This design comes from an exercise in tuning for small area and a short achievable clock period on the open sky130 flow, not from production work.
RTL that was checked went through simulation tests only; none was proved equivalent to the original.
No functional check of the RTL was part of runs 1 and 2.
Power is estimated from default activity; no workload was simulated.

==> flow/design.v <==
package arena_pkg;
    typedef logic [10-1:0] coord_t;
    typedef logic [15:0] score_t;
    typedef enum logic [1:0] {
        ST_START = 2'd0,
        ST_PLAY  = 2'd1,
        ST_DEAD  = 2'd2
    } game_state_t;
endpackage
module arena_box_hit
(
    input  logic [10-1:0] px,
    input  logic [10-1:0] py,
    input  logic [10-1:0] lox,
    input  logic [10-1:0] loy,
    input  logic [10:0]   hix,
    input  logic [10:0]   hiy,
    output logic                      hit
);
    localparam int CW = 10;
    function automatic logic lt11(input logic [CW:0] a, input logic [CW:0] b);
        logic [15:0] g;
        logic [15:0] l;
        g = '0;
        l = '0;
        g[CW:0] = ~a & b;
        l[CW:0] = a & ~b;
        for (int s = 1; s < 16; s = s * 2) begin
            for (int i = 0; i + s < 16; i = i + 2 * s) begin
                g[i] = g[i+s] | (~l[i+s] & g[i]);
                l[i] = l[i+s] | (~g[i+s] & l[i]);
            end
        end
        lt11 = g[0];
    endfunction
    assign hit = !lt11({1'b0, px}, {1'b0, lox}) && lt11({1'b0, px}, hix) &&
                 !lt11({1'b0, py}, {1'b0, loy}) && lt11({1'b0, py}, hiy);
endmodule
module arena_top
(
    input  logic                    Clk,
    input  logic                    rst_n,
    input  logic                    wb_cyc,
    input  logic                    wb_stb,
    input  logic                    wb_we,
    input  logic [3-1:0] wb_adr,
    input  logic [31:0]             wb_dat_w,
    output logic [31:0]             wb_dat_r,
    output logic                    wb_ack,
    input  arena_pkg::coord_t                  pix_x,
    input  arena_pkg::coord_t                  pix_y,
    input  logic                    pix_valid,
    input  logic                    frame_tick
);
    localparam int CW = 10;
    localparam int NS = 4;
    function automatic logic lt11(input logic [CW:0] a, input logic [CW:0] b);
        logic [15:0] g;
        logic [15:0] l;
        g = '0;
        l = '0;
        g[CW:0] = ~a & b;
        l[CW:0] = a & ~b;
        for (int s = 1; s < 16; s = s * 2) begin
            for (int i = 0; i + s < 16; i = i + 2 * s) begin
                g[i] = g[i+s] | (~l[i+s] & g[i]);
                l[i] = l[i+s] | (~g[i+s] & l[i]);
            end
        end
        lt11 = g[0];
    endfunction
    function automatic logic [CW-1:0] inc10(input logic [CW-1:0] c);
        logic [CW-1:0] m;    
        for (int i = 0; i < CW; i++) begin
            m = {CW{1'b1}} >> (CW - i);
            inc10[i] = c[i] ^ (&(c | ~m));
        end
    endfunction
    function automatic logic [CW-1:0] dec10(input logic [CW-1:0] c);
        logic [CW-1:0] m;    
        for (int i = 0; i < CW; i++) begin
            m = {CW{1'b1}} >> (CW - i);
            dec10[i] = c[i] ^ ~(|(c & m));
        end
    endfunction
    logic          start_cmd;
    logic          play_q;           
    logic          dead_r;           
    logic          dead_q;           
    logic          restart;
    logic [CW-1:0] player_x, player_y;
    logic [CW-1:0] bullet_x, bullet_y;
    logic          bullet_en;
    logic [1:0]    spawn_idx;
    logic [15:0]   score_base;       
    logic [NS-1:0] kill_q;           
    logic [NS-1:0] alive_q;          
    logic [NS-1:0][CW-1:0] mon_x;
    logic [NS-1:0][CW-1:0] mon_y;
    logic [NS-1:0][3:0]    mv;       
    logic          play, dead;
    logic [NS-1:0] alive;
    logic [15:0]   score;
    assign play  = play_q && !dead_q;
    assign dead  = dead_r || dead_q;
    assign alive = alive_q & ~kill_q;
    logic [2:0]  kill_cnt;
    logic [3:0]  score_lo;
    assign kill_cnt = 3'(kill_q[0]) + 3'(kill_q[1]) + 3'(kill_q[2]) + 3'(kill_q[3]);
    assign score_lo = {1'b0, score_base[2:0]} + {1'b0, kill_cnt};
    always_comb begin
        logic [12:0] m;      
        score[2:0] = score_lo[2:0];
        for (int i = 3; i < 16; i++) begin
            m = {13{1'b1}} >> (16 - i);
            score[i] = score_base[i] ^ (score_lo[3] & (&(score_base[15:3] | ~m)));
        end
    end
    logic req, wr;
    assign req = wb_cyc && wb_stb && !wb_ack;
    assign wr  = req && wb_we;
    logic [NS-1:0][CW-1:0] slot_rx, slot_ry;
    function automatic logic [31:0] xy_word(input logic [CW-1:0] x, input logic [CW-1:0] y,
                                            input logic b31);
        xy_word = '0;
        xy_word[CW-1:0]   = x;
        xy_word[16 +: CW] = y;
        xy_word[31]       = b31;
    endfunction
    logic [31:0] rd_data;
    always_comb begin
        case (wb_adr)
            3'd1:    rd_data = xy_word(player_x, player_y, 1'b0);
            3'd2:    rd_data = xy_word(bullet_x, bullet_y, bullet_en);
            3'd3:    rd_data = {score, 14'b0, dead, play};
            3'd4:    rd_data = xy_word(slot_rx[0], slot_ry[0], alive[0]);
            3'd5:    rd_data = xy_word(slot_rx[1], slot_ry[1], alive[1]);
            3'd6:    rd_data = xy_word(slot_rx[2], slot_ry[2], alive[2]);
            3'd7:    rd_data = xy_word(slot_rx[3], slot_ry[3], alive[3]);
            default: rd_data = '0;
        endcase
    end
    always_ff @(posedge Clk) begin
        wb_dat_r <= rd_data;
    end
    always_ff @(posedge Clk) begin
        if (!rst_n) begin
            wb_ack    <= 1'b0;
            start_cmd <= 1'b0;
            player_x  <= '0;
            player_y  <= '0;
            bullet_x  <= '0;
            bullet_y  <= '0;
            bullet_en <= 1'b0;
        end else begin
            wb_ack    <= req;
            start_cmd <= wr && (wb_adr == 3'd0) && wb_dat_w[0];
            if (wr && wb_adr == 3'd1) begin
                player_x <= wb_dat_w[CW-1:0];
                player_y <= wb_dat_w[16 +: CW];
            end
            if (wr && wb_adr == 3'd2) begin
                bullet_x  <= wb_dat_w[CW-1:0];
                bullet_y  <= wb_dat_w[16 +: CW];
                bullet_en <= wb_dat_w[31];
            end
        end
    end
    logic [NS-1:0] mon_hit;
    logic [NS-1:0] kill;
    logic          bullet_hit, player_hit, player_dead;
    logic [NS-1:0] mon_box;
    logic          bullet_box, player_box;
    for (genvar i = 0; i < NS; i++) begin : g_hit
        arena_box_hit mon_box_i (
            .px  (pix_x),
            .py  (pix_y),
            .lox (mon_x[i]),
            .loy (mon_y[i]),
            .hix ({1'b0, mon_x[i]} + (CW+1)'(22)),
            .hiy ({1'b0, mon_y[i]} + (CW+1)'(22)),
            .hit (mon_box[i])
        );
    end
    arena_box_hit bullet_box_i (
        .px  (pix_x),
        .py  (pix_y),
        .lox (bullet_x),
        .loy (bullet_y),
        .hix ({1'b0, bullet_x} + (CW+1)'(4)),
        .hiy ({1'b0, bullet_y} + (CW+1)'(4)),
        .hit (bullet_box)
    );
    arena_box_hit player_box_i (
        .px  (pix_x),
        .py  (pix_y),
        .lox (player_x),
        .loy (player_y),
        .hix ({1'b0, player_x} + (CW+1)'(25)),
        .hiy ({1'b0, player_y} + (CW+1)'(30)),
        .hit (player_box)
    );
    assign mon_hit    = {NS{pix_valid}} & alive & mon_box;
    assign bullet_hit = pix_valid && bullet_en && bullet_box;
    assign player_hit = pix_valid && player_box;
    assign kill        = (play && bullet_hit) ? mon_hit : '0;
    assign player_dead = play && player_hit && (|mon_hit);
    always_ff @(posedge Clk) begin
        if (!rst_n) begin
            play_q  <= 1'b0;
            dead_r  <= 1'b0;
            dead_q  <= 1'b0;
            restart <= 1'b0;
        end else begin
            restart <= start_cmd && !play;
            dead_q  <= player_dead;
            if (play) begin
                play_q <= 1'b1;
                dead_r <= 1'b0;
            end else if (start_cmd) begin
                play_q <= 1'b1;
                dead_r <= 1'b0;
            end else begin
                play_q <= 1'b0;
                dead_r <= dead;
            end
        end
    end
    always_ff @(posedge Clk) begin
        if (!rst_n || restart) begin
            score_base <= '0;
            kill_q     <= '0;
        end else begin
            score_base <= score;
            kill_q     <= kill;
        end
    end
    logic [NS-1:0] spawn_load;
    logic [CW-1:0] spawn_x, spawn_y;
    assign spawn_load = (frame_tick && play && !restart) ? (~alive & (alive + 1'b1)) : '0;
    always_comb begin
        case (spawn_idx)
            2'd0: begin spawn_x = CW'(12); spawn_y = CW'(240); end
            2'd1: begin spawn_x = CW'(240); spawn_y = CW'(12); end
            2'd2: begin spawn_x = CW'(468); spawn_y = CW'(240); end
            default: begin spawn_x = CW'(240); spawn_y = CW'(468); end
        endcase
    end
    always_ff @(posedge Clk) begin
        if (!rst_n || restart) begin
            spawn_idx <= 2'd0;
        end else if (|spawn_load) begin
            spawn_idx <= spawn_idx + 2'd1;
        end
    end
    for (genvar i = 0; i < NS; i++) begin : g_slot
        logic x_lt, x_gt, y_lt, y_gt, step;
        assign x_lt = lt11({1'b0, mon_x[i]}, {1'b0, player_x});
        assign x_gt = lt11({1'b0, player_x}, {1'b0, mon_x[i]});
        assign y_lt = lt11({1'b0, mon_y[i]}, {1'b0, player_y});
        assign y_gt = lt11({1'b0, player_y}, {1'b0, mon_y[i]});
        assign step = frame_tick && alive[i] && !restart;
        logic [CW-1:0] x_inc, x_dec, y_inc, y_dec;
        logic [3:0]    back;
        assign x_inc = inc10(mon_x[i]);
        assign x_dec = dec10(mon_x[i]);
        assign y_inc = inc10(mon_y[i]);
        assign y_dec = dec10(mon_y[i]);
        assign back  = alive[i] ? 4'b0 : mv[i];
        always_comb begin
            slot_rx[i] = mon_x[i];
            slot_ry[i] = mon_y[i];
            if (back[3]) slot_rx[i] = x_dec;
            if (back[2]) slot_rx[i] = x_inc;
            if (back[1]) slot_ry[i] = y_dec;
            if (back[0]) slot_ry[i] = y_inc;
        end
        always_ff @(posedge Clk) begin
            if (!rst_n) begin
                alive_q[i] <= 1'b0;
                mon_x[i]   <= '0;
                mon_y[i]   <= '0;
                mv[i]      <= '0;
            end else begin
                alive_q[i] <= !restart && (alive[i] || spawn_load[i]);
                if (alive[i] || spawn_load[i]) begin
                    mv[i] <= step ? {x_lt, x_gt, y_lt, y_gt} : 4'b0;
                end
                if (spawn_load[i]) begin
                    mon_x[i] <= spawn_x;
                    mon_y[i] <= spawn_y;
                end else if (step) begin
                    if (x_lt) mon_x[i] <= x_inc;
                    else if (x_gt) mon_x[i] <= x_dec;
                    if (y_lt) mon_y[i] <= y_inc;
                    else if (y_gt) mon_y[i] <= y_dec;
                end
            end
        end
    end
endmodule
==> flow/flow/run.sh <==
#!/bin/bash
# The standard layout with these changes:
#  - synthesis maps with the ABC script in flow/abc_area.script (selected by
#    ABC_AREA=1) and leaves adders to ABC (no ADDER_MAP_FILE); the rest of the
#    ORFS scripts are unchanged copies
#  - the port buffers are plain buf cells, which the timing repair can resize
#  - timing repair may resize cells to other footprints
set -euo pipefail
rm -rf scripts_copy
cp -r "$FLOW_HOME/scripts" scripts_copy
cp flow/abc_area.script scripts_copy/abc_area.script
bash standard.sh "SCRIPTS_DIR=$PWD/scripts_copy" ADDER_MAP_FILE= \
    "BUFFER_PORTS_ARGS=-buffer_cell sky130_fd_sc_hd__buf_4" \
    MATCH_CELL_FOOTPRINT=0 finish > standard_flow.log 2>&1
==> flow/flow/abc_area.script <==
strash
dc2
balance
dch -f
map -B 0.9
topo
stime -c
buffer -c
upsize -c
dnsize -c
==> flow/standard.sh <==
#!/bin/bash
# synth_recipe.tcl (not shown) runs the flow's synth.tcl, then flattens the netlist and writes it again
# the make line also repeats each setting of config.mk as NAME=value (left out here)
make -C /OpenROAD-flow-scripts/flow DESIGN_CONFIG=/design/flow/config.mk WORK_HOME=/design/flow/orfs CLKGATE_MAP_FILE= SYNTH_SCRIPT=/design/flow/synth_recipe.tcl "${@:-finish}"
==> flow/config.mk <==
export PLATFORM = sky130hd
export DESIGN_NAME = arena_top
export DESIGN_NICKNAME = arena_top
export VERILOG_FILES = /design/flow/design.v
export SDC_FILE = /design/flow/constraint.sdc
export NUM_CORES = 4
export LEC_CHECK = 0
export ABC_AREA = 1
export CAP_MARGIN = 20
export CORE_MARGIN = 2
export CORE_UTILIZATION = 40
export SETUP_SLACK_MARGIN = 3.5
export SLEW_MARGIN = 20
export SYNTH_HIERARCHICAL = 1
export TNS_END_PERCENT = 0
==> flow/constraint.sdc <==
create_clock -name core_clock -period 5.8 [get_ports {Clk}]
set_input_delay 1.1600 -clock core_clock [delete_from_list [all_inputs] [get_ports {Clk}]]
set_output_delay 1.1600 -clock core_clock [all_outputs]
set_load 0.01 [all_outputs]
==> report_table.html, run 1 <==
<table>
<tr><th>Metric</th><th>Value</th></tr>
<tr><th colspan="2">Run status</th></tr>
<tr><td>Outcome</td><td>complete, no violations</td></tr>
<tr><th colspan="2">Logic synthesis</th></tr>
<tr><td>Syn Inst Count</td><td>3564</td></tr>
<tr><td>Flop and latch count out of synthesis</td><td>195</td></tr>
<tr><td>Synth area leader</td><td>sky130_fd_sc_hd__nand2_1</td></tr>
<tr><td>Synth warn</td><td>8</td></tr>
<tr><td>Top-count cell post-synth</td><td>sky130_fd_sc_hd__nand2_1</td></tr>
<tr><td>Post-Synthesis Mean Instance Area</td><td>5.44 um2</td></tr>
<tr><td>Cell area after synthesis</td><td>19400 um2</td></tr>
<tr><td>Number of different library cells in the post-synthesis netlist</td><td>57</td></tr>
<tr><td>Share of synthesized flip-flops with an asynchronous set or reset</td><td>0</td></tr>
<tr><td>Number of enable-type register cells in the synthesized netlist</td><td>0</td></tr>
<tr><td>Most used DFF post-synth</td><td>sky130_fd_sc_hd__dfxtp_1</td></tr>
<tr><td>Synth cell count leaders</td><td>sky130_fd_sc_hd__nand2_1 (1109), sky130_fd_sc_hd__inv_1 (580), sky130_fd_sc_hd__nor2_1 (370)</td></tr>
<tr><td>Share of Yosys cell area claimed by the top area cell type</td><td>0.215</td></tr>
<tr><td>Largest cells by area after synthesis</td><td>sky130_fd_sc_hd__nand2_1 (21%), sky130_fd_sc_hd__dfxtp_1 (20%), sky130_fd_sc_hd__inv_1 (11%), sky130_fd_sc_hd__nor2_1 (7.2%), sky130_fd_sc_hd__o21ai_0 (6.2%)</td></tr>
<tr><td>Sequential fraction of the synthesis area</td><td>0.201</td></tr>
<tr><th colspan="2">Clock network</th></tr>
<tr><td>Clock transition time at the flip-flop clock pins of the worst setup and hold paths</td><td>90 ps</td></tr>
<tr><td>CTS Buffer Depth</td><td>2</td></tr>
<tr><td>Clock Tree Root</td><td>sky130_fd_sc_hd__clkbuf_16</td></tr>
<tr><td>Number of buffers created by CTS</td><td>17</td></tr>
<tr><td>Sink count of the clock tree</td><td>195</td></tr>
<tr><td>TritonCTS clock tree</td><td>yes</td></tr>
<tr><td>Later-pin clock latency in the skew report</td><td>520 ps</td></tr>
<tr><td>H-tree level count</td><td>4</td></tr>
<tr><th colspan="2">Global routing</th></tr>
<tr><td>Overall track demand over capacity in global routing</td><td>0.285</td></tr>
<tr><td>Via count of the first global-routing pass</td><td>19385</td></tr>
<tr><td>Wire length of the first global-routing pass</td><td>110000 um</td></tr>
<tr><td>Total congestion overflow after global routing</td><td>0</td></tr>
<tr><td>Pin count of the biggest net entering global routing</td><td>63</td></tr>
<tr><td>Number of antenna violations at the first check in global routing</td><td>1</td></tr>
<tr><th colspan="2">Timing</th></tr>
<tr><td>Final hold violation count</td><td>0</td></tr>
<tr><td>Min cycle time layout</td><td>2640 ps</td></tr>
<tr><td>Unrepaired setup endpoints after global routing</td><td>yes</td></tr>
<tr><td>Slack of the critical path</td><td>3160 ps</td></tr>
<tr><td>Transition time at the pin with the least slew margin</td><td>905 ps</td></tr>
<tr><td>Clock tree skew after final layout</td><td>15.7 ps</td></tr>
<tr><td>Slew margin rel.</td><td>0.395</td></tr>
<tr><td>Setup-violating endpoint count in the final report</td><td>0</td></tr>
<tr><td>Max Transition Viols Final</td><td>0</td></tr>
<tr><td>Top achievable clock speed</td><td>379 MHz</td></tr>
<tr><td>Tcrit/Tclk final</td><td>0.455</td></tr>
<tr><td>Total Neg Setup Slack</td><td>0 ps</td></tr>
<tr><th colspan="2">Die</th></tr>
<tr><td>Starting Density</td><td>0.405</td></tr>
<tr><td>Die height</td><td>224 um</td></tr>
<tr><td>Die area</td><td>50300 um2</td></tr>
<tr><td>Chip width</td><td>224 um</td></tr>
<tr><td>Cell Rows</td><td>80</td></tr>
<tr><td>Standard cell core area</td><td>47800 um2</td></tr>
<tr><td>IO Count</td><td>95</td></tr>
<tr><th colspan="2">Place</th></tr>
<tr><td>Gp weighted congestion</td><td>0.986</td></tr>
<tr><td>Placement Setup Slack</td><td>1980 ps</td></tr>
<tr><td>IO Port Bufs</td><td>77</td></tr>
<tr><td>Half-perimeter wire length after placement</td><td>56200 um</td></tr>
<tr><td>Instance area at placement</td><td>20600 um2</td></tr>
<tr><td>Cell count after placement</td><td>4203</td></tr>
<tr><th colspan="2">Critical path</th></tr>
<tr><td>Critical path arrival</td><td>3020 ps</td></tr>
<tr><td>Critical Path Most Common Cell</td><td>sky130_fd_sc_hd__nand2_1</td></tr>
<tr><td>Worst reg2reg endpoint</td><td>mon_y[23]</td></tr>
<tr><td>Peak fanout along the critical path</td><td>9</td></tr>
<tr><td>Critical path, cell by cell</td><td>buf_4, clkinvlp_4, buf_4, buf_4, o21ai_0, nand2_1, o21a_1, nand2_1, nand2_1, nand2_1, nand2_1, nand2_1, nand2_4, nor2_8, clkinv_2, o21ai_2, o21bai_1, a21oi_1</td></tr>
<tr><td>Worst setup slack for register-to-register paths</td><td>3160 ps</td></tr>
<tr><td>Critical Path RT</td><td>6180 ps</td></tr>
<tr><td>Delay-heaviest family, CP</td><td>buffers and inverters</td></tr>
<tr><td>Number of buffer and inverter instances along the worst setup path</td><td>5</td></tr>
<tr><td>Category of the worst setup path capture point</td><td>register</td></tr>
<tr><td>Startpoint type of the worst setup path</td><td>register</td></tr>
<tr><td>Critical path's largest stage delay</td><td>310 ps</td></tr>
<tr><td>Launch instance of the worst register-to-register path</td><td>player_y[4]</td></tr>
<tr><td>Worst setup path class</td><td>register to register</td></tr>
<tr><td>Cell with the biggest individual delay on the critical path</td><td>sky130_fd_sc_hd__dfxtp_1</td></tr>
<tr><td>Register-to-Register Path Depth</td><td>18</td></tr>
<tr><th colspan="2">Drt</th></tr>
<tr><td>First DRT Iteration DRCs</td><td>2090</td></tr>
<tr><td>Met3 routed WL</td><td>4930 um</td></tr>
<tr><td>Routed metal-1 wirelength</td><td>32300 um</td></tr>
<tr><td>TritonRoute pass-1 iters</td><td>6</td></tr>
<tr><td>Antenna violation net count after detailed routing</td><td>0</td></tr>
<tr><td>Avg WL per Cell</td><td>16.8 um</td></tr>
<tr><td>Wire length on met2</td><td>30600 um</td></tr>
<tr><td>Drc violations</td><td>0</td></tr>
<tr><td>Uppermost routed layer</td><td>met4</td></tr>
<tr><td>Vias per std cell</td><td>5.16</td></tr>
<tr><td>Routed via count</td><td>22106</td></tr>
<tr><td>Total wire length after detailed routing</td><td>72100 um</td></tr>
<tr><th colspan="2">Final layout</th></tr>
<tr><td>Storage cell area</td><td>4040 um2</td></tr>
<tr><td>Final nets</td><td>3719</td></tr>
<tr><td>Area of combinational cells with multiple inputs</td><td>12900 um2</td></tr>
<tr><td>Final antenna diode count</td><td>0</td></tr>
<tr><td>Non-Filler Cell Area, Final</td><td>22300 um2</td></tr>
<tr><td>Area Overhead vs Synth</td><td>14.7%</td></tr>
<tr><td>Non-filler cells in the finished layout</td><td>4285</td></tr>
<tr><td>Count of fill cells added during filler insertion</td><td>5248</td></tr>
<tr><td>Layout cell share with drive strength beyond 1</td><td>0.160</td></tr>
<tr><th colspan="2">Power and ir drop</th></tr>
<tr><td>Worst ir drop on vdd</td><td>0.265 mV</td></tr>
<tr><td>Leakage Power</td><td>0.0107 uW</td></tr>
<tr><td>Power density of the placed cells</td><td>137 nW/um2</td></tr>
<tr><th colspan="2">Worst hold path</th></tr>
<tr><td>Worst hold stages</td><td>2</td></tr>
<tr><td>Kind of path behind the tightest hold check</td><td>register to register</td></tr>
<tr><td>Worst min-delay path startpoint</td><td>mv[7]</td></tr>
<tr><td>Worst Hold Endpoint</td><td>mv[7]</td></tr>
<tr><th colspan="2">Job</th></tr>
<tr><td>Number of max-cap violations</td><td>0</td></tr>
</table>
worst max path at each step:
stage | slack [ps] | startpoint | cells past startpoint | end
after floorplan | 3380 | frame_tick | 8 | mon_y[3]
after global placement | 2040 | frame_tick | 11 | mon_x[19]
after detailed placement | 1980 | frame_tick | 11 | mon_x[11]
after CTS | 3300 | mon_y[31] | 15 | wb_dat_r[24]
after global routing | 3020 | bullet_y[2] | 21 | kill_q[3]
final | 3160 | player_y[4] | 18 | mon_y[23]
report_power, final:
part / switching [uW] / internal (uW)
registers: 8.18 / 1330
logic: 275 / 120
clock network: 676 / 633
flip-flops by register name, indices dropped and copies added, names as in the netlist, 2 cells and up:
signal,count
spawn_idx,2
player_y,10
mon_x,40
mv,16
wb_dat_r,26
bullet_x,10
bullet_y,10
alive_q,4
score_base,16
kill_q,4
mon_y,40
player_x,10
kinds of logic (layout without fill, tap and decap cells):
group / Yosys count / count (layout) / share of synthesized area
AND/OR/NAND/NOR: 1739 / 1739 / 0.371
XOR/XNOR: 84 / 84 / 0.0379
buffers and inverters: 804 / 905 / 0.160
AO/OA/AOI/OAI: 741 / 741 / 0.230
flip-flops: 195 / 195 / 0.201
other: 1 / 6 / 0.000193
Yosys stat by module, one instance, submodules excluded:
module	flops+latches	copies in the design	area, um2
arena_box_hit	0	6	713
arena_top	195	1	15100
metal layers:
metal  up-vias  GRT usage
met4         0      0.156
met1      9648      0.382
met5         -          0
met3       171     0.0447
met2       815      0.437
li1      11472          -
cells in the final DEF, fill, tap and decap left out, types with 28 or more instances in the layout:
master / synthesis / routed
sky130_fd_sc_hd__a211oi_1: 34 / 34
sky130_fd_sc_hd__o22ai_1: 58 / 58
sky130_fd_sc_hd__a31oi_1: 31 / 31
sky130_fd_sc_hd__o211ai_1: 35 / 35
sky130_fd_sc_hd__nor2_1: 370 / 328
sky130_fd_sc_hd__nand3_1: 81 / 79
sky130_fd_sc_hd__dfxtp_1: 195 / 140
sky130_fd_sc_hd__xor2_1: 77 / 76
sky130_fd_sc_hd__dfxtp_4: 0 / 28
sky130_fd_sc_hd__nor3_1: 71 / 57
sky130_fd_sc_hd__nand2_1: 1109 / 1098
sky130_fd_sc_hd__buf_4: 6 / 145
sky130_fd_sc_hd__a21oi_1: 218 / 218
sky130_fd_sc_hd__nor2_2: 34 / 55
sky130_fd_sc_hd__inv_2: 134 / 143
sky130_fd_sc_hd__inv_1: 580 / 560
sky130_fd_sc_hd__nor2_4: 21 / 42
sky130_fd_sc_hd__o21ai_0: 239 / 239
per-stage QoR:
step / hold slack [ps] / power [uW] / utilization
floorplan: 401 / 1610 / -
global placement: 457 / 1750 / 0.431
detailed placement: 457 / 1750 / 0.431
CTS: 475 / 3060 / 0.461
global route: 489 / 3160 / 0.465
finish: 475 / 3040 / 0.465
cell type report:
type | count | area share
Multi-Input combinational cell | 2570 | 0.581
Tap cell | 615 | 0.0346
Clock inverter | 14 | 0.00793
Inverter | 726 | 0.125
Timing Repair Buffer | 147 | 0.0501
Sequential cell | 195 | 0.182
Clock buffer | 18 | 0.0197
worst reg2reg max path, cell delays in order (launching register included):
cell and delay, ps:
sky130_fd_sc_hd__dfxtp_1 310, sky130_fd_sc_hd__buf_4 190, sky130_fd_sc_hd__clkinvlp_4 220, sky130_fd_sc_hd__buf_4 180, sky130_fd_sc_hd__buf_4 140, sky130_fd_sc_hd__o21ai_0 140
sky130_fd_sc_hd__nand2_1 70, sky130_fd_sc_hd__o21a_1 200, sky130_fd_sc_hd__nand2_1 60, sky130_fd_sc_hd__nand2_1 60, sky130_fd_sc_hd__nand2_1 60, sky130_fd_sc_hd__nand2_1 70
sky130_fd_sc_hd__nand2_1 130, sky130_fd_sc_hd__nand2_4 110, sky130_fd_sc_hd__nor2_8 140, sky130_fd_sc_hd__clkinv_2 80, sky130_fd_sc_hd__o21ai_2 120, sky130_fd_sc_hd__o21bai_1 160
sky130_fd_sc_hd__a21oi_1 80
what timing repair did:
item                       CTS  global route
gates resized for setup    182            34
pin swaps                   11            16
buffers inserted            38            12
cloned                       0             0
hold buffers                 0             0
setup endpoints to repair  187           171
==> run 2, diff against run 1 <==
--- a/flow/design.v
+++ b/flow/design.v
@@ -121,3 +121,17 @@
     assign wr  = req && wb_we;
-    logic [NS-1:0][CW-1:0] slot_rx, slot_ry;
+    logic [1:0]    rsel;
+    logic [CW-1:0] sel_x, sel_y, rd_x, rd_y;
+    logic [3:0]    rd_mv;
+    assign rsel  = wb_adr[1:0];
+    assign sel_x = mon_x[rsel];
+    assign sel_y = mon_y[rsel];
+    assign rd_mv = alive[rsel] ? 4'b0 : mv[rsel];
+    always_comb begin
+        rd_x = sel_x;
+        rd_y = sel_y;
+        if (rd_mv[3]) rd_x = dec10(sel_x);
+        if (rd_mv[2]) rd_x = inc10(sel_x);
+        if (rd_mv[1]) rd_y = dec10(sel_y);
+        if (rd_mv[0]) rd_y = inc10(sel_y);
+    end
     function automatic logic [31:0] xy_word(input logic [CW-1:0] x, input logic [CW-1:0] y,
@@ -135,6 +149,6 @@
             3'd3:    rd_data = {score, 14'b0, dead, play};
-            3'd4:    rd_data = xy_word(slot_rx[0], slot_ry[0], alive[0]);
-            3'd5:    rd_data = xy_word(slot_rx[1], slot_ry[1], alive[1]);
-            3'd6:    rd_data = xy_word(slot_rx[2], slot_ry[2], alive[2]);
-            3'd7:    rd_data = xy_word(slot_rx[3], slot_ry[3], alive[3]);
+            3'd4:    rd_data = xy_word(rd_x, rd_y, alive[0]);
+            3'd5:    rd_data = xy_word(rd_x, rd_y, alive[1]);
+            3'd6:    rd_data = xy_word(rd_x, rd_y, alive[2]);
+            3'd7:    rd_data = xy_word(rd_x, rd_y, alive[3]);
             default: rd_data = '0;
@@ -263,3 +277,2 @@
         logic [CW-1:0] x_inc, x_dec, y_inc, y_dec;
-        logic [3:0]    back;
         assign x_inc = inc10(mon_x[i]);
@@ -268,11 +281,2 @@
         assign y_dec = dec10(mon_y[i]);
-        assign back  = alive[i] ? 4'b0 : mv[i];
-        always_comb begin
-            slot_rx[i] = mon_x[i];
-            slot_ry[i] = mon_y[i];
-            if (back[3]) slot_rx[i] = x_dec;
-            if (back[2]) slot_rx[i] = x_inc;
-            if (back[1]) slot_ry[i] = y_dec;
-            if (back[0]) slot_ry[i] = y_inc;
-        end
         always_ff @(posedge Clk) begin
--- a/flow/config.mk
+++ b/flow/config.mk
@@ -10,6 +10,5 @@
 export CORE_MARGIN = 2
-export CORE_UTILIZATION = 40
+export CORE_UTILIZATION = 55
 export SETUP_SLACK_MARGIN = 3.5
 export SLEW_MARGIN = 20
-export SYNTH_HIERARCHICAL = 1
 export TNS_END_PERCENT = 0
==> report_table.html, run 2 <==
<table>
<tr><th>Metric</th><th>Value</th></tr>
<tr><th colspan="2">Drt</th></tr>
<tr><td>Avg WL per Cell</td><td>19.6 um</td></tr>
<tr><td>Total wire length after detailed routing</td><td>63300 um</td></tr>
<tr><td>Antenna violation net count after detailed routing</td><td>0</td></tr>
<tr><td>TritonRoute pass-1 iters</td><td>9</td></tr>
<tr><td>Vias per std cell</td><td>6.15</td></tr>
<tr><td>First DRT Iteration DRCs</td><td>2352</td></tr>
<tr><td>Drc violations</td><td>0</td></tr>
<tr><td>Routed via count</td><td>19855</td></tr>
<tr><th colspan="2">Run status</th></tr>
<tr><td>Outcome</td><td>complete, no violations</td></tr>
<tr><th colspan="2">Die</th></tr>
<tr><td>Chip width</td><td>176 um</td></tr>
<tr><td>Starting Density</td><td>0.561</td></tr>
<tr><td>Die area</td><td>30800 um2</td></tr>
<tr><td>Die height</td><td>176 um</td></tr>
<tr><td>IO Count</td><td>95</td></tr>
<tr><td>Standard cell core area</td><td>28900 um2</td></tr>
<tr><td>Cell Rows</td><td>62</td></tr>
<tr><th colspan="2">Power and ir drop</th></tr>
<tr><td>Leakage Power</td><td>0.00788 uW</td></tr>
<tr><td>Power density of the placed cells</td><td>172 nW/um2</td></tr>
<tr><td>Worst ir drop on vdd</td><td>0.209 mV</td></tr>
<tr><th colspan="2">Clock network</th></tr>
<tr><td>Sink count of the clock tree</td><td>195</td></tr>
<tr><td>CTS Buffer Depth</td><td>2</td></tr>
<tr><td>TritonCTS clock tree</td><td>yes</td></tr>
<tr><td>Clock Tree Root</td><td>sky130_fd_sc_hd__clkbuf_16</td></tr>
<tr><td>H-tree level count</td><td>4</td></tr>
<tr><td>Clock transition time at the flip-flop clock pins of the worst setup and hold paths</td><td>80 ps</td></tr>
<tr><td>Number of hold-repair buffers added at the cts stage</td><td>0</td></tr>
<tr><td>Later-pin clock latency in the skew report</td><td>470 ps</td></tr>
<tr><td>Number of buffers created by CTS</td><td>17</td></tr>
<tr><th colspan="2">Worst hold path</th></tr>
<tr><td>Kind of path behind the tightest hold check</td><td>register to register</td></tr>
<tr><th colspan="2">Logic synthesis</th></tr>
<tr><td>Most used DFF post-synth</td><td>sky130_fd_sc_hd__dfxtp_1</td></tr>
<tr><td>Top-count cell post-synth</td><td>sky130_fd_sc_hd__nand2_1</td></tr>
<tr><td>Share of Yosys cell area claimed by the top area cell type</td><td>0.241</td></tr>
<tr><td>Largest cells by area after synthesis</td><td>sky130_fd_sc_hd__dfxtp_1 (24%), sky130_fd_sc_hd__nand2_1 (17%), sky130_fd_sc_hd__nor2_1 (7.7%), sky130_fd_sc_hd__inv_1 (7.4%), sky130_fd_sc_hd__o21ai_0 (6.7%)</td></tr>
<tr><td>Synth warn</td><td>2</td></tr>
<tr><td>Syn Inst Count</td><td>2800</td></tr>
<tr><td>Post-Synthesis Mean Instance Area</td><td>5.79 um2</td></tr>
<tr><td>Sequential fraction of the synthesis area</td><td>0.241</td></tr>
<tr><td>Cell area after synthesis</td><td>16200 um2</td></tr>
<tr><td>Synth area leader</td><td>sky130_fd_sc_hd__dfxtp_1</td></tr>
<tr><td>Number of enable-type register cells in the synthesized netlist</td><td>0</td></tr>
<tr><td>Flop and latch count out of synthesis</td><td>195</td></tr>
<tr><td>Synth cell count leaders</td><td>sky130_fd_sc_hd__nand2_1 (751), sky130_fd_sc_hd__nor2_1 (333), sky130_fd_sc_hd__inv_1 (320)</td></tr>
<tr><td>Share of synthesized flip-flops with an asynchronous set or reset</td><td>0</td></tr>
<tr><td>Number of different library cells in the post-synthesis netlist</td><td>63</td></tr>
<tr><th colspan="2">Place</th></tr>
<tr><td>Placement Setup Slack</td><td>1960 ps</td></tr>
<tr><td>Half-perimeter wire length after placement</td><td>46700 um</td></tr>
<tr><td>Gp weighted congestion</td><td>0.994</td></tr>
<tr><td>IO Port Bufs</td><td>77</td></tr>
<tr><td>Instance area at placement</td><td>16700 um2</td></tr>
<tr><th colspan="2">Timing</th></tr>
<tr><td>Top achievable clock speed</td><td>335 MHz</td></tr>
<tr><td>Tcrit/Tclk final</td><td>0.515</td></tr>
<tr><td>Unrepaired setup endpoints after global routing</td><td>yes</td></tr>
<tr><td>Min cycle time layout</td><td>2990 ps</td></tr>
<tr><td>Transition time at the pin with the least slew margin</td><td>1030 ps</td></tr>
<tr><td>Slack of the critical path</td><td>2810 ps</td></tr>
<tr><td>Total Neg Setup Slack</td><td>0 ps</td></tr>
<tr><td>Setup-violating endpoint count in the final report</td><td>0</td></tr>
<tr><td>Max Transition Viols Final</td><td>0</td></tr>
<tr><td>Final hold violation count</td><td>0</td></tr>
<tr><td>Slew margin rel.</td><td>0.309</td></tr>
<tr><td>Clock tree skew after final layout</td><td>15.6 ps</td></tr>
<tr><th colspan="2">Critical path</th></tr>
<tr><td>Critical Path RT</td><td>6200 ps</td></tr>
<tr><td>Delay-heaviest family, CP</td><td>simple AND/OR/NAND/NOR gates</td></tr>
<tr><td>Startpoint type of the worst setup path</td><td>input port</td></tr>
<tr><td>Critical path startpoint</td><td>wb_adr[1]</td></tr>
<tr><td>Critical path arrival</td><td>3390 ps</td></tr>
<tr><td>Worst path depth</td><td>17</td></tr>
<tr><td>Worst setup slack for register-to-register paths</td><td>2930 ps</td></tr>
<tr><td>Register-to-Register Path Depth</td><td>16</td></tr>
<tr><td>Peak fanout along the critical path</td><td>6</td></tr>
<tr><td>Worst setup path end</td><td>wb_dat_r[23]</td></tr>
<tr><td>Worst setup path class</td><td>input port to register</td></tr>
<tr><td>Number of buffer and inverter instances along the worst setup path</td><td>4</td></tr>
<tr><td>Worst reg2reg endpoint</td><td>mon_x[14]</td></tr>
<tr><td>Category of the worst setup path capture point</td><td>register</td></tr>
<tr><td>Critical path, cell by cell</td><td>buf_16, buf_8, nand2_8, inv_4, nand2_4, o21ai_4, nor3_4, buf_6, nand4_1, nor3_2, nand3_1, nor2_2, o21bai_4, nand2_2, a21oi_2, o21ai_2, nand3b_1</td></tr>
<tr><td>Launch instance of the worst register-to-register path</td><td>mon_x[15]</td></tr>
<tr><td>Critical path's largest stage delay</td><td>250 ps</td></tr>
<tr><td>Cell with the biggest individual delay on the critical path</td><td>sky130_fd_sc_hd__nor3_2</td></tr>
<tr><th colspan="2">Global routing</th></tr>
<tr><td>Number of antenna violations at the first check in global routing</td><td>0</td></tr>
<tr><td>Total congestion overflow after global routing</td><td>0</td></tr>
<tr><td>Pin count of the biggest net entering global routing</td><td>63</td></tr>
<tr><td>Wire length of the first global-routing pass</td><td>95100 um</td></tr>
<tr><td>Overall track demand over capacity in global routing</td><td>0.394</td></tr>
<tr><td>Via count of the first global-routing pass</td><td>17522</td></tr>
<tr><th colspan="2">Final layout</th></tr>
<tr><td>Final nets</td><td>2891</td></tr>
<tr><td>Most common cell after layout, fill and taps aside</td><td>sky130_fd_sc_hd__nand2_1</td></tr>
<tr><td>Highest-count cells in the layout ignoring fill and taps</td><td>sky130_fd_sc_hd__nand2_1 (739), sky130_fd_sc_hd__nor2_1 (319), sky130_fd_sc_hd__inv_1 (311)</td></tr>
<tr><td>Final antenna diode count</td><td>0</td></tr>
<tr><td>Non-Filler Cell Area, Final</td><td>18200 um2</td></tr>
<tr><td>Area Overhead vs Synth</td><td>12.1%</td></tr>
<tr><td>Layout cell share with drive strength beyond 1</td><td>0.109</td></tr>
<tr><td>Registers with the highest flip-flop counts</td><td>mon_x (40), mon_y (40), wb_dat_r (26)</td></tr>
<tr><th colspan="2">Job</th></tr>
<tr><td>Number of max-cap violations</td><td>0</td></tr>
</table>
[run 2: worst min path at each step]
stage,start,to,slack (ps),cells after the start
after floorplan,start_cmd,dead_r,400,1
after global routing,start_cmd,dead_r,470,1
after detailed placement,start_cmd,dead_r,440,1
after global placement,start_cmd,dead_r,440,1
final,start_cmd,dead_r,440,1
after CTS,start_cmd,dead_r,440,1
[run 2: repair_timing]
item / 4_1_cts / 5_1_grt
gates resized for setup: 64 / 52
endpoints found under the setup margin: 161 / 169
pin swaps: 20 / 21
buffers inserted: 21 / 24
cloned: 3 / 3
[run 2: stage by stage]
step           hold WS (ps)  utilization  instances  power, uW
5_1_grt                 475        0.630       3226       3220
3_5_place_dp            436        0.580       3143       1850
2_1_floorplan           401            -       2805       1700
4_1_cts                 442        0.615       3199       3090
6_report                437        0.630       3226       3120
3_3_place_gp            439        0.580       3143       1840
[run 2: cells by family after synthesis]
group | after synthesis | synth area share
simple gates | 1344 | 0.346
compound gates | 712 | 0.257
fa+ha+maj | 1 | 0.000695
mux | 1 | 0.000618
xor+xnor | 67 | 0.0362
buf+inv | 479 | 0.118
other cells | 1 | 0.000231
flops | 195 | 0.241
[run 2: area by class of cell]
| type | count | area, um2 |
|---|---|---|
| flip-flops and latches | 195 | 3930 |
| clock inverters | 13 | 124 |
| repair inverters | 1 | 5.00 |
| multi-input cells | 2135 | 10700 |
| repair buffers | 130 | 1080 |
| inverters | 349 | 1360 |
| clock buffers | 19 | 443 |
| well taps | 384 | 480 |
| fillers | 2829 | 10700 |
[run 2: report_power, final]
part	internal (uW)	leakage [uW]	switching, uW	total [uW]
Combinational	180	0.00603	351	531
Sequential	1350	0.00158	12.0	1360
Clock	612	0.000270	617	1230
[run 2: layer usage]
layer  GRT usage  routed length (um)  vias up
met5           0                   0        -
li1            -                   -     9349
met2       0.638               27600     1258
met3      0.0554                6150      327
met1       0.493               24800     8921
met4       0.250                4710        0
==> run 3, diff against run 2 <==
--- a/flow/design.v
+++ b/flow/design.v
@@ -121,17 +121,8 @@
     assign wr  = req && wb_we;
+    logic [NS-1:0][CW-1:0] flip_x, flip_y;
     logic [1:0]    rsel;
-    logic [CW-1:0] sel_x, sel_y, rd_x, rd_y;
-    logic [3:0]    rd_mv;
-    assign rsel  = wb_adr[1:0];
-    assign sel_x = mon_x[rsel];
-    assign sel_y = mon_y[rsel];
-    assign rd_mv = alive[rsel] ? 4'b0 : mv[rsel];
-    always_comb begin
-        rd_x = sel_x;
-        rd_y = sel_y;
-        if (rd_mv[3]) rd_x = dec10(sel_x);
-        if (rd_mv[2]) rd_x = inc10(sel_x);
-        if (rd_mv[1]) rd_y = dec10(sel_y);
-        if (rd_mv[0]) rd_y = inc10(sel_y);
-    end
+    logic [CW-1:0] rd_x, rd_y;
+    assign rsel = wb_adr[1:0];
+    assign rd_x = mon_x[rsel] ^ flip_x[rsel];
+    assign rd_y = mon_y[rsel] ^ flip_y[rsel];
     function automatic logic [31:0] xy_word(input logic [CW-1:0] x, input logic [CW-1:0] y,
@@ -281,2 +272,12 @@
         assign y_dec = dec10(mon_y[i]);
+        logic [3:0] back;
+        assign back = alive[i] ? 4'b0 : mv[i];
+        always_comb begin
+            flip_x[i] = '0;
+            flip_y[i] = '0;
+            if (back[3]) flip_x[i] = x_dec ^ mon_x[i];
+            if (back[2]) flip_x[i] = x_inc ^ mon_x[i];
+            if (back[1]) flip_y[i] = y_dec ^ mon_y[i];
+            if (back[0]) flip_y[i] = y_inc ^ mon_y[i];
+        end
         always_ff @(posedge Clk) begin
==> report_table.html, run 3 <==
<table>
<tr><th>Metric</th><th>Value</th></tr>
<tr><th colspan="2">Critical path</th></tr>
<tr><td>Peak fanout along the critical path</td><td>15</td></tr>
<tr><td>Critical Path RT</td><td>6140 ps</td></tr>
<tr><td>Critical path's largest stage delay</td><td>480 ps</td></tr>
<tr><td>Number of buffer and inverter instances along the worst setup path</td><td>5</td></tr>
<tr><td>Critical path arrival</td><td>3040 ps</td></tr>
<tr><td>Worst setup slack for register-to-register paths</td><td>3130 ps</td></tr>
<tr><td>Delay-heaviest family, CP</td><td>compound AO/OA/AOI/OAI gates</td></tr>
<tr><td>Category of the worst setup path capture point</td><td>register</td></tr>
<tr><td>Cell with the biggest individual delay on the critical path</td><td>sky130_fd_sc_hd__a221oi_1</td></tr>
<tr><td>Worst setup path class</td><td>input port to register</td></tr>
<tr><td>Critical path, cell by cell</td><td>buf_4, inv_1, nor2_4, buf_12, clkinvlp_4, buf_4, a221oi_1, nor3_1, o21ai_0, nand2_1, nand2_1, o221ai_1</td></tr>
<tr><td>Startpoint type of the worst setup path</td><td>input port</td></tr>
<tr><th colspan="2">Power and ir drop</th></tr>
<tr><td>Clk network pwr share</td><td>0.405</td></tr>
<tr><td>Total chip power</td><td>3150 uW</td></tr>
<tr><td>Power density of the placed cells</td><td>163 nW/um2</td></tr>
<tr><td>Net switching power of the design</td><td>1020 uW</td></tr>
<tr><td>Switching power as a share of total power</td><td>0.323</td></tr>
<tr><td>Relative contribution of sequential cells to total power</td><td>0.432</td></tr>
<tr><td>Leakage Power</td><td>0.00800 uW</td></tr>
<tr><td>Cell-internal power</td><td>2130 uW</td></tr>
<tr><td>Worst ir drop on vdd</td><td>0.277 mV</td></tr>
<tr><td>Combinational share of power</td><td>0.163</td></tr>
<tr><th colspan="2">Place</th></tr>
<tr><td>Cell count after placement</td><td>3312</td></tr>
<tr><td>Gp weighted congestion</td><td>1.02</td></tr>
<tr><td>Half-perimeter wire length after placement</td><td>56100 um</td></tr>
<tr><td>IO Port Bufs</td><td>77</td></tr>
<tr><td>Placement Setup Slack</td><td>2110 ps</td></tr>
<tr><td>Instance area at placement</td><td>17700 um2</td></tr>
<tr><th colspan="2">Drt</th></tr>
<tr><td>Avg WL per Cell</td><td>22.0 um</td></tr>
<tr><td>Drc violations</td><td>0</td></tr>
<tr><td>TritonRoute pass-1 iters</td><td>7</td></tr>
<tr><td>Vias per std cell</td><td>6.49</td></tr>
<tr><td>Total wire length after detailed routing</td><td>74900 um</td></tr>
<tr><td>First DRT Iteration DRCs</td><td>3334</td></tr>
<tr><td>Antenna violation net count after detailed routing</td><td>0</td></tr>
<tr><td>Routed via count</td><td>22105</td></tr>
<tr><th colspan="2">Timing</th></tr>
<tr><td>Max Transition Viols Final</td><td>0</td></tr>
<tr><td>Setup-violating endpoint count in the final report</td><td>0</td></tr>
<tr><td>Transition time at the pin with the least slew margin</td><td>900 ps</td></tr>
<tr><td>Clock tree skew after final layout</td><td>22.6 ps</td></tr>
<tr><td>Unrepaired setup endpoints after global routing</td><td>yes</td></tr>
<tr><td>Total Neg Setup Slack</td><td>0 ps</td></tr>
<tr><td>Slew margin rel.</td><td>0.399</td></tr>
<tr><td>Min cycle time layout</td><td>2700 ps</td></tr>
<tr><td>Tcrit/Tclk final</td><td>0.465</td></tr>
<tr><td>Slack of the critical path</td><td>3100 ps</td></tr>
<tr><td>Final hold violation count</td><td>0</td></tr>
<tr><td>Top achievable clock speed</td><td>371 MHz</td></tr>
<tr><th colspan="2">Clock network</th></tr>
<tr><td>TritonCTS clock tree</td><td>yes</td></tr>
<tr><td>Clock Tree Root</td><td>sky130_fd_sc_hd__clkbuf_16</td></tr>
<tr><td>Sink count of the clock tree</td><td>195</td></tr>
<tr><td>H-tree level count</td><td>4</td></tr>
<tr><td>Number of hold-repair buffers added at the cts stage</td><td>0</td></tr>
<tr><td>Number of buffers created by CTS</td><td>17</td></tr>
<tr><td>CTS Buffer Depth</td><td>2</td></tr>
<tr><td>Clock transition time at the flip-flop clock pins of the worst setup and hold paths</td><td>90 ps</td></tr>
<tr><td>Later-pin clock latency in the skew report</td><td>490 ps</td></tr>
<tr><th colspan="2">Logic synthesis</th></tr>
<tr><td>Synth warn</td><td>2</td></tr>
<tr><td>Top-count cell post-synth</td><td>sky130_fd_sc_hd__nand2_1</td></tr>
<tr><td>Synth area leader</td><td>sky130_fd_sc_hd__dfxtp_1</td></tr>
<tr><td>Post-Synthesis Mean Instance Area</td><td>5.76 um2</td></tr>
<tr><td>Share of Yosys cell area claimed by the top area cell type</td><td>0.229</td></tr>
<tr><td>Most used DFF post-synth</td><td>sky130_fd_sc_hd__dfxtp_1</td></tr>
<tr><td>Number of different library cells in the post-synthesis netlist</td><td>64</td></tr>
<tr><td>Syn Inst Count</td><td>2955</td></tr>
<tr><td>Share of synthesized flip-flops with an asynchronous set or reset</td><td>0</td></tr>
<tr><td>Cell area after synthesis</td><td>17000 um2</td></tr>
<tr><td>Synth cell count leaders</td><td>sky130_fd_sc_hd__nand2_1 (718), sky130_fd_sc_hd__nor2_1 (353), sky130_fd_sc_hd__inv_1 (344)</td></tr>
<tr><td>Sequential fraction of the synthesis area</td><td>0.229</td></tr>
<tr><td>Number of enable-type register cells in the synthesized netlist</td><td>0</td></tr>
<tr><td>Largest cells by area after synthesis</td><td>sky130_fd_sc_hd__dfxtp_1 (23%), sky130_fd_sc_hd__nand2_1 (16%), sky130_fd_sc_hd__nor2_1 (7.8%), sky130_fd_sc_hd__inv_1 (7.6%), sky130_fd_sc_hd__o21ai_0 (7.4%)</td></tr>
<tr><td>Flop and latch count out of synthesis</td><td>195</td></tr>
<tr><th colspan="2">Final layout</th></tr>
<tr><td>Final antenna diode count</td><td>0</td></tr>
<tr><td>Final nets</td><td>3058</td></tr>
<tr><td>Registers with the highest flip-flop counts</td><td>mon_x (40), mon_y (40), wb_dat_r (26)</td></tr>
<tr><td>Non-Filler Cell Area, Final</td><td>19300 um2</td></tr>
<tr><td>Non-filler cells in the finished layout</td><td>3405</td></tr>
<tr><td>Most common cell after layout, fill and taps aside</td><td>sky130_fd_sc_hd__nand2_1</td></tr>
<tr><td>Highest-count cells in the layout ignoring fill and taps</td><td>sky130_fd_sc_hd__nand2_1 (714), sky130_fd_sc_hd__nor2_1 (325), sky130_fd_sc_hd__inv_1 (315)</td></tr>
<tr><td>Layout cell share with drive strength beyond 1</td><td>0.138</td></tr>
<tr><td>Area Overhead vs Synth</td><td>13.7%</td></tr>
<tr><th colspan="2">Die</th></tr>
<tr><td>Die height</td><td>180 um</td></tr>
<tr><td>Die area</td><td>32400 um2</td></tr>
<tr><td>IO Count</td><td>95</td></tr>
<tr><td>Starting Density</td><td>0.558</td></tr>
<tr><td>Chip width</td><td>180 um</td></tr>
<tr><td>Standard cell core area</td><td>30500 um2</td></tr>
<tr><td>Cell Rows</td><td>64</td></tr>
<tr><th colspan="2">Job</th></tr>
<tr><td>Number of max-cap violations</td><td>0</td></tr>
<tr><th colspan="2">Global routing</th></tr>
<tr><td>Busiest layer in global routing</td><td>met2</td></tr>
<tr><td>Wire length of the first global-routing pass</td><td>111000 um</td></tr>
<tr><td>Total congestion overflow after global routing</td><td>0</td></tr>
<tr><td>Routing usage on met2</td><td>0.645</td></tr>
<tr><td>Number of antenna violations at the first check in global routing</td><td>0</td></tr>
<tr><td>Pin count of the biggest net entering global routing</td><td>64</td></tr>
<tr><td>Overall track demand over capacity in global routing</td><td>0.442</td></tr>
<tr><td>Via count of the first global-routing pass</td><td>19538</td></tr>
<tr><td>Met1 track demand over resource in global routing</td><td>0.599</td></tr>
<tr><td>GRT met3 Usage</td><td>0.151</td></tr>
<tr><th colspan="2">Worst hold path</th></tr>
<tr><td>Kind of path behind the tightest hold check</td><td>register to register</td></tr>
<tr><th colspan="2">Run status</th></tr>
<tr><td>Outcome</td><td>complete, no violations</td></tr>
</table>
-- run 3: cell count changes after synthesis, moves of 11 or more --
cell / change
sky130_fd_sc_hd__inv_1: +24
sky130_fd_sc_hd__nand2_1: -33
sky130_fd_sc_hd__a221oi_1: +15
sky130_fd_sc_hd__o21ai_0: +35
sky130_fd_sc_hd__buf_2: +16
sky130_fd_sc_hd__xor2_1: -11
sky130_fd_sc_hd__a21oi_1: +33
sky130_fd_sc_hd__nor2_1: +20
sky130_fd_sc_hd__nand3_1: +25
sky130_fd_sc_hd__inv_2: +14
-- run 3: layout make-up --
class	instances	area [um2]
multi-input cells	2249	11500
fillers	2940	11200
flip-flops and latches	195	3980
inverters	382	1520
repair buffers	151	1290
well taps	396	495
clock buffers	17	425
clock inverters	15	171
-- run 3: per-layer routing --
metal | up-vias | routed length, um
met5 | - | 0
met4 | 0 | 3430
met3 | 281 | 12000
met2 | 1575 | 30900
met1 | 10205 | 28600
li1 | 10044 | -
-- run 3: power by group through the flow --
stage | registers, uW | clock network [uW] | logic [uW]
after global placement | 1390 | 0 | 429
final | 1360 | 1280 | 514
after global routing | 1360 | 1320 | 545
after CTS | 1360 | 1270 | 479
after floorplan | 1390 | 0 | 284
after detailed placement | 1390 | 0 | 437
-- run 3: logic make-up after synthesis --
| logic type | synth area share |
|---|---|
| flip-flops | 0.229 |
| other | 0.000220 |
| XOR/XNOR | 0.0273 |
| buffers and inverters | 0.121 |
| AND/OR/NAND/NOR | 0.331 |
| AO/OA/AOI/OAI | 0.291 |
-- run 3: worst paths after layout --
| kind | startpoint | endpoint | depth (start not counted) |
|---|---|---|---|
| worst max register to register | mon_x[12] | wb_dat_r[8] | 11 |
| worst min register to register | start_cmd | dead_r | 1 |
| worst max-delay path | wb_adr[1] | wb_dat_r[19] | 12 |
| worst min-delay path | start_cmd | dead_r | 1 |
-- run 3: worst register-to-register path, delay by kind of cell (launching register included) --
kind                   cells  cell delay, ps
flip-flops                 1             410
buffers and inverters      2             280
AND/OR/NAND/NOR            8            1560
AO/OA/AOI/OAI              1             290
-- run 3: timing repair --
action / CTS / global route
cloned: 3 / 0
setup buffers: 37 / 21
pin swaps: 26 / 20
endpoints found under the setup margin: 188 / 176
resized for setup: 137 / 71
-- run 3: through the flow --
step           hold slack (ps)  utilization
4_1_cts                    446        0.622
5_1_grt                    488        0.634
2_1_floorplan              399            -
6_report                   457        0.634
3_5_place_dp               444        0.579
3_3_place_gp               427        0.579
==> run 4, diff against run 3 <==
--- a/flow/config.mk
+++ b/flow/config.mk
@@ -11,3 +11,3 @@
 export CORE_UTILIZATION = 55
-export SETUP_SLACK_MARGIN = 3.5
+export SETUP_SLACK_MARGIN = 3.0
 export SLEW_MARGIN = 20
==> report_table.html, run 4 <==
<table>
<tr><th>Metric</th><th>Value</th></tr>
<tr><th colspan="2">Critical path</th></tr>
<tr><td>Critical Path RT</td><td>6060 ps</td></tr>
<tr><td>Peak fanout along the critical path</td><td>29</td></tr>
<tr><td>Critical path, cell by cell</td><td>buf_4, nand2_1, buf_4, nor2_2, inv_1, o21ai_0, a21oi_1, o21ai_0</td></tr>
<tr><td>Number of buffer and inverter instances along the worst setup path</td><td>3</td></tr>
<tr><td>Startpoint type of the worst setup path</td><td>input port</td></tr>
<tr><td>Critical path arrival</td><td>3200 ps</td></tr>
<tr><td>Category of the worst setup path capture point</td><td>register</td></tr>
<tr><td>Worst setup path class</td><td>input port to register</td></tr>
<tr><td>Cell with the biggest individual delay on the critical path</td><td>sky130_fd_sc_hd__inv_1</td></tr>
<tr><td>Critical path's largest stage delay</td><td>630 ps</td></tr>
<tr><td>Delay-heaviest family, CP</td><td>buffers and inverters</td></tr>
<tr><th colspan="2">Clock network</th></tr>
<tr><td>Number of hold-repair buffers added at the cts stage</td><td>0</td></tr>
<tr><td>Clock Tree Root</td><td>sky130_fd_sc_hd__clkbuf_16</td></tr>
<tr><td>H-tree level count</td><td>4</td></tr>
<tr><td>Clock transition time at the flip-flop clock pins of the worst setup and hold paths</td><td>90 ps</td></tr>
<tr><td>TritonCTS clock tree</td><td>yes</td></tr>
<tr><td>Sink count of the clock tree</td><td>195</td></tr>
<tr><td>Later-pin clock latency in the skew report</td><td>490 ps</td></tr>
<tr><td>Number of buffers created by CTS</td><td>17</td></tr>
<tr><td>CTS Buffer Depth</td><td>2</td></tr>
<tr><th colspan="2">Drt</th></tr>
<tr><td>Vias per std cell</td><td>6.41</td></tr>
<tr><td>Total wire length after detailed routing</td><td>72400 um</td></tr>
<tr><td>Drc violations</td><td>0</td></tr>
<tr><td>Antenna violation net count after detailed routing</td><td>0</td></tr>
<tr><td>First DRT Iteration DRCs</td><td>2928</td></tr>
<tr><td>TritonRoute pass-1 iters</td><td>9</td></tr>
<tr><td>Routed via count</td><td>21574</td></tr>
<tr><td>Avg WL per Cell</td><td>21.5 um</td></tr>
<tr><th colspan="2">Timing</th></tr>
<tr><td>Total Neg Setup Slack</td><td>0 ps</td></tr>
<tr><td>Unrepaired setup endpoints after global routing</td><td>yes</td></tr>
<tr><td>Transition time at the pin with the least slew margin</td><td>975 ps</td></tr>
<tr><td>Final hold violation count</td><td>0</td></tr>
<tr><td>Setup-violating endpoint count in the final report</td><td>0</td></tr>
<tr><td>Min cycle time layout</td><td>2940 ps</td></tr>
<tr><td>Top achievable clock speed</td><td>341 MHz</td></tr>
<tr><td>Clock tree skew after final layout</td><td>25.9 ps</td></tr>
<tr><td>Max Transition Viols Final</td><td>0</td></tr>
<tr><td>Tcrit/Tclk final</td><td>0.506</td></tr>
<tr><td>Slew margin rel.</td><td>0.350</td></tr>
<tr><th colspan="2">Logic synthesis</th></tr>
<tr><td>Synth cell count leaders</td><td>sky130_fd_sc_hd__nand2_1 (718), sky130_fd_sc_hd__nor2_1 (353), sky130_fd_sc_hd__inv_1 (344)</td></tr>
<tr><td>Share of synthesized flip-flops with an asynchronous set or reset</td><td>0</td></tr>
<tr><td>Syn Inst Count</td><td>2955</td></tr>
<tr><td>Post-Synthesis Mean Instance Area</td><td>5.76 um2</td></tr>
<tr><td>Sequential fraction of the synthesis area</td><td>0.229</td></tr>
<tr><td>Most used DFF post-synth</td><td>sky130_fd_sc_hd__dfxtp_1</td></tr>
<tr><td>Number of different library cells in the post-synthesis netlist</td><td>64</td></tr>
<tr><td>Flop and latch count out of synthesis</td><td>195</td></tr>
<tr><td>Largest cells by area after synthesis</td><td>sky130_fd_sc_hd__dfxtp_1 (23%), sky130_fd_sc_hd__nand2_1 (16%), sky130_fd_sc_hd__nor2_1 (7.8%), sky130_fd_sc_hd__inv_1 (7.6%), sky130_fd_sc_hd__o21ai_0 (7.4%)</td></tr>
<tr><td>Top-count cell post-synth</td><td>sky130_fd_sc_hd__nand2_1</td></tr>
<tr><td>Synth area leader</td><td>sky130_fd_sc_hd__dfxtp_1</td></tr>
<tr><td>Number of enable-type register cells in the synthesized netlist</td><td>0</td></tr>
<tr><td>Share of Yosys cell area claimed by the top area cell type</td><td>0.229</td></tr>
<tr><td>Cell area after synthesis</td><td>17000 um2</td></tr>
<tr><td>Synth warn</td><td>2</td></tr>
<tr><th colspan="2">Global routing</th></tr>
<tr><td>Total congestion overflow after global routing</td><td>0</td></tr>
<tr><td>Via count of the first global-routing pass</td><td>19224</td></tr>
<tr><td>Number of antenna violations at the first check in global routing</td><td>0</td></tr>
<tr><td>Wire length of the first global-routing pass</td><td>108000 um</td></tr>
<tr><td>Overall track demand over capacity in global routing</td><td>0.427</td></tr>
<tr><td>Pin count of the biggest net entering global routing</td><td>69</td></tr>
<tr><th colspan="2">Power and ir drop</th></tr>
<tr><td>Leakage Power</td><td>0.00771 uW</td></tr>
<tr><td>Worst ir drop on vdd</td><td>0.234 mV</td></tr>
<tr><td>Total chip power</td><td>3060 uW</td></tr>
<tr><td>Power density of the placed cells</td><td>165 nW/um2</td></tr>
<tr><th colspan="2">Die</th></tr>
<tr><td>Chip width</td><td>180 um</td></tr>
<tr><td>IO Count</td><td>95</td></tr>
<tr><td>Die height</td><td>180 um</td></tr>
<tr><td>Standard cell core area</td><td>30500 um2</td></tr>
<tr><td>Die area</td><td>32400 um2</td></tr>
<tr><td>Cell Rows</td><td>64</td></tr>
<tr><td>Starting Density</td><td>0.558</td></tr>
<tr><th colspan="2">Place</th></tr>
<tr><td>Cell count after placement</td><td>3310</td></tr>
<tr><td>Gp weighted congestion</td><td>1.05</td></tr>
<tr><td>IO Port Bufs</td><td>77</td></tr>
<tr><td>Half-perimeter wire length after placement</td><td>55900 um</td></tr>
<tr><th colspan="2">Final layout</th></tr>
<tr><td>Most common cell after layout, fill and taps aside</td><td>sky130_fd_sc_hd__nand2_1</td></tr>
<tr><td>Final nets</td><td>3021</td></tr>
<tr><td>Highest-count cells in the layout ignoring fill and taps</td><td>sky130_fd_sc_hd__nand2_1 (717), sky130_fd_sc_hd__nor2_1 (339), sky130_fd_sc_hd__inv_1 (331)</td></tr>
<tr><td>Final antenna diode count</td><td>0</td></tr>
<tr><td>Registers with the highest flip-flop counts</td><td>mon_x (40), mon_y (40), wb_dat_r (26)</td></tr>
<tr><td>Non-filler cells in the finished layout</td><td>3368</td></tr>
<tr><td>Area Overhead vs Synth</td><td>8.96%</td></tr>
<tr><td>Layout cell share with drive strength beyond 1</td><td>0.100</td></tr>
<tr><th colspan="2">Run status</th></tr>
<tr><td>Outcome</td><td>complete, no violations</td></tr>
<tr><th colspan="2">Worst hold path</th></tr>
<tr><td>Kind of path behind the tightest hold check</td><td>register to register</td></tr>
<tr><th colspan="2">Job</th></tr>
<tr><td>Number of max-cap violations</td><td>0</td></tr>
</table>
-- run 4: layout make-up --
class                      count  area (um2)
tap                          396         495
clock inverter                14         120
inverter                     382        1480
multi-input combinational   2248       11200
fill                        3124       12000
sequential                   195        3940
clock buffer                  18         439
timing repair buffer         115         878
-- run 4: logic make-up after synthesis --
family | Yosys count | share of synthesized area
flops | 195 | 0.229
simple gates | 1355 | 0.331
compound gates | 834 | 0.291
buf+inv | 517 | 0.121
xor+xnor | 53 | 0.0273
other cells | 1 | 0.000220
-- run 4: path summary, 6_finish.rpt --
check / from / to / slack (ps) / cells past startpoint
setup / recovery: wb_adr[1] / wb_dat_r[1] / 2860 / 8
hold / removal: mv[1] / mv[1] / 470 / 2
setup reg to reg: mon_x[21] / dead_q / 3010 / 19
hold reg to reg: mv[1] / mv[1] / 470 / 2
-- run 4: worst register-to-register path, cell delays in order (launching register included) --
cell and delay [ps]:
sky130_fd_sc_hd__dfxtp_1 580, sky130_fd_sc_hd__inv_1 230, sky130_fd_sc_hd__nand2_1 130, sky130_fd_sc_hd__nand2_1 100
sky130_fd_sc_hd__inv_1 70, sky130_fd_sc_hd__nor2_1 40, sky130_fd_sc_hd__nor2_1 110, sky130_fd_sc_hd__inv_1 80
sky130_fd_sc_hd__nor2_1 130, sky130_fd_sc_hd__inv_1 80, sky130_fd_sc_hd__nand2_1 90, sky130_fd_sc_hd__o22ai_1 70
sky130_fd_sc_hd__a21oi_1 220, sky130_fd_sc_hd__o21ai_1 100, sky130_fd_sc_hd__nand2_1 70, sky130_fd_sc_hd__nand2_1 50
sky130_fd_sc_hd__nand3_1 200, sky130_fd_sc_hd__nand3_1 110, sky130_fd_sc_hd__nor2_1 180, sky130_fd_sc_hd__nor2_1 60
-- run 4: per-layer routing --
metal  track usage  part of all wire
met1         0.581              0.39
met2         0.631              0.42
met5             0                 0
met3         0.131              0.15
met4         0.167             0.037
-- run 4: per-stage QoR --
| stage | hold WS, ps | setup slack, ps | utilization | instance area [um2] |
|---|---|---|---|---|
| after global placement | 453 | 1900 | 0.576 | 17600 |
| final | 475 | 2860 | 0.608 | 18500 |
| after floorplan | 399 | 3070 | - | 17000 |
| after detailed placement | 457 | 1800 | 0.576 | 17600 |
| after global routing | 490 | 2840 | 0.608 | 18500 |
| after CTS | 472 | 2880 | 0.597 | 18200 |
-- run 4: what timing repair did --
item / in CTS / in global routing
resized for setup: 13 / 64
pin swaps: 1 / 4
setup buffers: 3 / 23
gates cloned: 0 / 0
endpoints found under the setup margin: 89 / 130
-- run 4: power breakdown --
part	total [uW]	internal [uW]	leakage, uW	switching, uW
logic	479	151	0.00585	328
registers	1360	1350	0.00159	13.8
clock network	1220	576	0.000273	644
==> run 5, diff against run 4 <==
--- a/flow/config.mk
+++ b/flow/config.mk
@@ -11,3 +11,3 @@
 export CORE_UTILIZATION = 55
-export SETUP_SLACK_MARGIN = 3.0
+export SETUP_SLACK_MARGIN = 2.8
 export SLEW_MARGIN = 20
==> report_table.html, run 5 <==
<table>
<tr><th>Metric</th><th>Value</th></tr>
<tr><th colspan="2">Final layout</th></tr>
<tr><td>Most common cell after layout, fill and taps aside</td><td>sky130_fd_sc_hd__nand2_1</td></tr>
<tr><td>Fin util</td><td>0.601</td></tr>
<tr><td>Non-Filler Cell Area, Final</td><td>18300 um2</td></tr>
<tr><td>Registers with the highest flip-flop counts</td><td>mon_x (40), mon_y (40), wb_dat_r (26)</td></tr>
<tr><td>Final nets</td><td>3006</td></tr>
<tr><td>Area Overhead vs Synth</td><td>7.80%</td></tr>
<tr><th colspan="2">Drt</th></tr>
<tr><td>First DRT Iteration DRCs</td><td>3001</td></tr>
<tr><td>Antenna violation net count after detailed routing</td><td>0</td></tr>
<tr><td>TritonRoute pass-1 iters</td><td>6</td></tr>
<tr><td>Routed via count</td><td>21591</td></tr>
<tr><th colspan="2">Clock network</th></tr>
<tr><td>Clock transition time at the flip-flop clock pins of the worst setup and hold paths</td><td>90 ps</td></tr>
<tr><td>Sink count of the clock tree</td><td>195</td></tr>
<tr><td>Clock Tree Root</td><td>sky130_fd_sc_hd__clkbuf_16</td></tr>
<tr><td>CTS Buffer Depth</td><td>2</td></tr>
<tr><th colspan="2">Logic synthesis</th></tr>
<tr><td>Synth cell count leaders</td><td>sky130_fd_sc_hd__nand2_1 (718), sky130_fd_sc_hd__nor2_1 (353), sky130_fd_sc_hd__inv_1 (344)</td></tr>
<tr><td>Syn Inst Count</td><td>2955</td></tr>
<tr><td>Simple-gate share of the synthesized area</td><td>0.331</td></tr>
<tr><td>Post-Synthesis Mean Instance Area</td><td>5.76 um2</td></tr>
<tr><td>Share of synthesized flip-flops with an asynchronous set or reset</td><td>0</td></tr>
<tr><th colspan="2">Power and ir drop</th></tr>
<tr><td>Switching power as a share of total power</td><td>0.322</td></tr>
<tr><td>Relative contribution of sequential cells to total power</td><td>0.447</td></tr>
<tr><td>Worst ir drop on vdd</td><td>0.236 mV</td></tr>
<tr><th colspan="2">Die</th></tr>
<tr><td>Standard cell core area</td><td>30500 um2</td></tr>
<tr><td>Die height</td><td>180 um</td></tr>
<tr><td>Chip width</td><td>180 um</td></tr>
<tr><th colspan="2">Timing</th></tr>
<tr><td>Transition time at the pin with the least slew margin</td><td>975 ps</td></tr>
<tr><td>Setup-violating endpoint count in the final report</td><td>0</td></tr>
<tr><th colspan="2">Run status</th></tr>
<tr><td>Outcome</td><td>complete, no violations</td></tr>
<tr><th colspan="2">Critical path</th></tr>
<tr><td>Worst setup path class</td><td>register to register</td></tr>
<tr><th colspan="2">Place</th></tr>
<tr><td>Instance area at placement</td><td>17600 um2</td></tr>
<tr><td>Half-perimeter wire length after placement</td><td>55900 um</td></tr>
<tr><td>Gp weighted congestion</td><td>1.05</td></tr>
<tr><th colspan="2">Job</th></tr>
<tr><td>Number of max-cap violations</td><td>0</td></tr>
<tr><th colspan="2">Global routing</th></tr>
<tr><td>Overall track demand over capacity in global routing</td><td>0.427</td></tr>
</table>
-- run 5: cells by family after synthesis --
kind of cell	after synthesis
AOI/OAI and AO/OA	834
xor gates and xnor gates	53
and+or+nand+nor	1355
buffers and inverters	517
other	1
DFF	195
-- run 5: power groups by stage --
stage                     Combinational (uW)  Clock, uW  Sequential [uW]
after CTS                                441       1210             1360
after global routing                     501       1260             1370
final                                    471       1220             1370
after floorplan                          280          0             1390
after global placement                   429          0             1390
after detailed placement                 436          0             1400
-- run 5: worst max-delay path: cells and delay by family (launching register included) --
| family | cells | cell delay [ps] |
|---|---|---|
| compound gates | 4 | 1460 |
| buf+inv | 2 | 360 |
| flops | 1 | 460 |
| simple gates | 3 | 550 |
-- run 5: worst paths after layout --
check	start	to	slack [ps]	cells after the start
max reg2reg	kill_q[0]	wb_dat_r[20]	2810	9
min reg2reg	mv[1]	mv[1]	470	2
min	mv[1]	mv[1]	470	2
max	kill_q[0]	wb_dat_r[20]	2810	9
-- run 5: per-stage QoR --
stage	hold slack, ps	worst slack [ps]	total power [uW]	std cells
after global placement	453	1900	1820	3310
after floorplan	399	3070	1670	2960
after global routing	490	2750	3120	3353
after CTS	472	2700	3020	3344
final	472	2810	3060	3353
after detailed placement	457	1800	1830	3310
-- run 5: final cells by class --
class / count / share of cell area
clock buffers: 18 / 0.0239
clock inverters: 14 / 0.00655
well taps: 396 / 0.0270
flip-flops and latches: 195 / 0.213
repair buffers: 100 / 0.0415
multi-input cells: 2248 / 0.608
inverters: 382 / 0.0796
-- run 5: repair_timing --
item                                    in CTS  in global routing
resized for setup                            4                 33
buffers inserted                             2                  9
endpoints found under the setup margin      59                 91
pin swaps                                    1                  0
-- run 5: per-layer routing --
layer / part of all wire / track usage / up-vias
li1: - / - / 9924
met1: 0.39 / 0.579 / 9949
met3: 0.16 / 0.135 / 199
met5: 0 / 0 / -
met2: 0.42 / 0.629 / 1519
met4: 0.036 / 0.168 / 0

Setup slack of run 5, layout unchanged: 2.805 ns with ideal ports, 2.805 ns with driving cells assumed (clock clkbuf_16, inputs buf_2), 2.353 ns with port delays also shifted by the 0.531 ns mid clock arrival.
